Source: an optimization exercise on an open RTL-to-GDS flow (aim: small area, a short achievable clock period and few clock cycles). Production flows keep margins and buffers that such runs may drop.
Where RTL was checked, it was by simulation tests only, not by an equivalence proof against the original.

v6:
==> module aes_inv_key_sched, before the edit <==
module aes_inv_key_sched (
    input  logic         clk,
    input  logic         rst_n,
    input  logic         clear,
    input  logic [127:0] key_in,
    input  logic         key_valid,
    output logic         key_ready,
    output logic [127:0] rk_out,
    output logic [3:0]   rk_round,
    output logic         rk_valid,
    input  logic         rk_ready,
    output logic         rk_last,
    output logic         busy
);
    logic [127:0] key_reg;
    logic [3:0]   ctr;
    logic         busy_q, ready_q, emit_q, last_q;
    logic         dir_q;    
    logic [31:0]  w0, w1, w2, w3;
    logic [31:0]  sbox_in, rot, sub, t;
    logic [7:0]   rcon;
    logic [31:0]  n0, n1, n2, n3, t_f;
    logic         e, f;
    assign w0 = key_reg[127:96];
    assign w1 = key_reg[95:64];
    assign w2 = key_reg[63:32];
    assign w3 = key_reg[31:0];
    assign sbox_in = w3 ^ ({32{dir_q}} & w2);
    assign rot     = {sbox_in[23:0], sbox_in[31:24]};
    for (genvar b = 0; b < 4; b++) begin : g_sbox
        aes_sbox u_sbox (
            .a (rot[8*b +: 8]),
            .y (sub[8*b +: 8])
        );
    end
    always_comb begin
        case (ctr)
            4'd1:    rcon = 8'h01;
            4'd2:    rcon = 8'h02;
            4'd3:    rcon = 8'h04;
            4'd4:    rcon = 8'h08;
            4'd5:    rcon = 8'h10;
            4'd6:    rcon = 8'h20;
            4'd7:    rcon = 8'h40;
            4'd8:    rcon = 8'h80;
            4'd9:    rcon = 8'h1b;
            4'd10:   rcon = 8'h36;
            default: rcon = 8'h00;
        endcase
    end
    assign t = sub ^ {rcon, 24'h000000};
    assign e   = !dir_q || rk_ready;
    assign f   = !dir_q;    
    assign t_f = {32{f}} & t;
    assign n0 = w0 ^ ({32{e}} & t);
    assign n1 = w1 ^ ({32{e}} & w0) ^ t_f;
    assign n2 = w2 ^ ({32{e}} & w1) ^ ({32{f}} & n0);
    assign n3 = w3 ^ ({32{e}} & w2) ^ ({32{f}} & n1);
    always_ff @(posedge clk) key_reg <= busy_q ? {n0, n1, n2, n3} : key_in;
    always_ff @(posedge clk) begin
        if (!busy_q)                      ctr <= 4'd1;
        else if (!emit_q) begin
            if (ctr != 4'd10)             ctr <= ctr + 4'd1;
        end else if (rk_ready)            ctr <= ctr - 4'd1;
    end
    logic accept, fwd_done, rk_hs, done;
    assign accept   = !busy_q && key_valid;
    assign fwd_done = busy_q && !emit_q && (ctr == 4'd10);
    assign rk_hs    = emit_q && rk_ready;
    assign done     = rk_hs && (ctr == 4'd0);
    always_ff @(posedge clk) begin
        if (clear || !busy_q) dir_q <= 1'b0;
        else if (fwd_done)    dir_q <= 1'b1;
    end
    always_ff @(posedge clk or negedge rst_n) begin
        if (!rst_n) begin
            busy_q  <= 1'b0;
            ready_q <= 1'b1;
            emit_q  <= 1'b0;
            last_q  <= 1'b0;
        end else if (clear) begin
            busy_q  <= 1'b0;
            ready_q <= 1'b1;
            emit_q  <= 1'b0;
            last_q  <= 1'b0;
        end else begin
            if (accept) begin
                busy_q  <= 1'b1;
                ready_q <= 1'b0;
            end else if (done) begin
                busy_q  <= 1'b0;
                ready_q <= 1'b1;
            end
            if (fwd_done)  emit_q <= 1'b1;
            else if (done) emit_q <= 1'b0;
            if (rk_hs) last_q <= (ctr == 4'd1);
        end
    end
    assign key_ready = ready_q;
    assign busy      = busy_q;
    assign rk_valid  = emit_q;
    assign rk_last   = last_q;
    assign rk_out    = key_reg;
    assign rk_round  = ctr;
endmodule
Settings: LEC_CHECK=0, CAP_MARGIN=20, CORE_MARGIN=2, CORE_UTILIZATION=40, SLEW_MARGIN=20; clock period 25.0 ns.
standard.sh (not shown) runs the stock make flow with config.mk's settings and CLKGATE_MAP_FILE= SYNTH_SCRIPT=/design/flow/synth_recipe.tcl, a recipe that flattens the netlist after the stock synthesis.
==> flow/flow/run.sh <==
#!/bin/bash
# The standard layout (standard.sh), with these changes:
#  - synthesis maps logic with an area-oriented ABC script (flow/area.abc)
#    instead of ORFS's speed script; everything else in synthesis is as in
#    synth_recipe.tcl (same register mapping, flattening and renaming);
#  - the port buffers are buf_1 cells (repair_timing upsizes those on critical paths);
#  - repair_timing works to a setup margin of MARGIN ns (the SDC and its
#    clock period are unchanged).
set -euo pipefail
D=$(pwd)
MARGIN=$(cat flow/margin.txt)
{ cat flow/my_abc.tcl; cat synth_recipe.tcl; } > my_synth.tcl
sed 's#/synth_recipe.tcl#/my_synth.tcl#' standard.sh > my_standard.sh
export MY_ABC_SCRIPT=$D/flow/area.abc
export BUFFER_PORTS_ARGS="-buffer_cell sky130_fd_sc_hd__buf_1"
export SETUP_SLACK_MARGIN=$MARGIN
bash my_standard.sh > standard.log 2>&1
==> flow/flow/area.abc <==
strash
&get -n
&st
&dch -f
&nf -a -R 1000
&put
topo
stime -c
buffer -c
upsize -c
dnsize -c
==> flow/flow/margin.txt <==
18.5
==> flow/flow/my_abc.tcl <==
proc abc {args} {
  set i [lsearch -exact $args -script]
  if {$i >= 0 && [info exists ::env(MY_ABC_SCRIPT)]} { lset args [expr {$i+1}] $::env(MY_ABC_SCRIPT) }
  set j [lsearch -exact $args -D]
  if {$j >= 0 && [info exists ::env(MY_ABC_NO_D)]} { set args [lreplace $args $j [expr {$j+1}]] }
  yosys abc {*}$args
}
Testbench counts of v6, summed over its fixed seeds: cycles 7,040.
Inputs modified between v6 and v7:
--- a/flow/design.v
+++ b/flow/design.v
@@ -156,9 +156,9 @@
     logic         busy_q, ready_q, emit_q, last_q;
     logic         dir_q;    
     logic [31:0]  w0, w1, w2, w3;
     logic [31:0]  sbox_in, rot, sub, t;
-    logic [7:0]   rcon;
+    logic [7:0]   rcon;     
     logic [31:0]  n0, n1, n2, n3, t_f;
     logic         e, f;
     assign w0 = key_reg[127:96];
     assign w1 = key_reg[95:64];
@@ -171,23 +171,8 @@
             .a (rot[8*b +: 8]),
             .y (sub[8*b +: 8])
         );
     end
-    always_comb begin
-        case (ctr)
-            4'd1:    rcon = 8'h01;
-            4'd2:    rcon = 8'h02;
-            4'd3:    rcon = 8'h04;
-            4'd4:    rcon = 8'h08;
-            4'd5:    rcon = 8'h10;
-            4'd6:    rcon = 8'h20;
-            4'd7:    rcon = 8'h40;
-            4'd8:    rcon = 8'h80;
-            4'd9:    rcon = 8'h1b;
-            4'd10:   rcon = 8'h36;
-            default: rcon = 8'h00;
-        endcase
-    end
     assign t = sub ^ {rcon, 24'h000000};
     assign e   = !dir_q || rk_ready;
     assign f   = !dir_q;    
     assign t_f = {32{f}} & t;
@@ -195,17 +180,23 @@
     assign n1 = w1 ^ ({32{e}} & w0) ^ t_f;
     assign n2 = w2 ^ ({32{e}} & w1) ^ ({32{f}} & n0);
     assign n3 = w3 ^ ({32{e}} & w2) ^ ({32{f}} & n1);
     always_ff @(posedge clk) key_reg <= busy_q ? {n0, n1, n2, n3} : key_in;
+    logic rcon_last;
+    assign rcon_last = rcon[5] && rcon[2];    
     always_ff @(posedge clk) begin
-        if (!busy_q)                      ctr <= 4'd1;
-        else if (!emit_q) begin
-            if (ctr != 4'd10)             ctr <= ctr + 4'd1;
-        end else if (rk_ready)            ctr <= ctr - 4'd1;
+        if (!busy_q)                      rcon <= 8'h01;
+        else if (!dir_q) begin
+            if (!rcon_last)               rcon <= {rcon[6:0], 1'b0} ^ (rcon[7] ? 8'h1b : 8'h00);
+        end else if (rk_ready)            rcon <= rcon[0] ? ({1'b1, rcon[7:1]} ^ 8'h0d) : {1'b0, rcon[7:1]};
+    end
+    always_ff @(posedge clk) begin
+        if (!busy_q)                      ctr <= 4'd10;
+        else if (dir_q && rk_ready)       ctr <= ctr - 4'd1;
     end
     logic accept, fwd_done, rk_hs, done;
     assign accept   = !busy_q && key_valid;
-    assign fwd_done = busy_q && !emit_q && (ctr == 4'd10);
+    assign fwd_done = busy_q && !dir_q && rcon_last;
     assign rk_hs    = emit_q && rk_ready;
     assign done     = rk_hs && (ctr == 4'd0);
     always_ff @(posedge clk) begin
         if (clear || !busy_q) dir_q <= 1'b0;
Results
- v7 completed end to end with timing, DRC and antenna clean.
- In v7 the max-slew headroom at the worst pin turned out 2.9 points higher than in v6.
- In the final reports, the cell area of v7 is larger than that of v6.
- Status: number of nets in the final layout parity (v6, v7)
- Die area | v7 > v6
- Achievable frequency across v7 and v6: no real change.
- Cmp v7 and v6 / sequential share of layout area / lower: v7
No functional check of the RTL was part of v7.

## what the ideal ports hide
The results above use ideal ports. As a check the final layouts listed here were re-extracted and re-timed, cells and wires unchanged. Step 1 assumes that a clkbuf_16 drives the clock port and a buf_2 every other input. Step 2 also shifts input and output timing later by t, the mid clock arrival at the registers, as if the neighbouring blocks saw the same clock. Three values: no drivers, after step 1, after step 2; two values: the first two.
run | t (ns) | slack for setup (ns) | clock arrival spread, ns | slew at the worst register clock pin (ns) | pins driven straight from the clock port
v6 | 0.480 | 18.659 / 18.612 / 18.257 | 0.013 / 0.013 | 0.07 / 0.07 | 1
v7 | 0.495 | 18.671 / 18.624 / 18.337 | 0.017 / 0.017 | 0.08 / 0.08 | 1
After both steps setup and hold are still met in every run listed. The setup slack of v6, which loses most, moves by -0.047 ns with the drivers and by -0.402 ns with both steps.
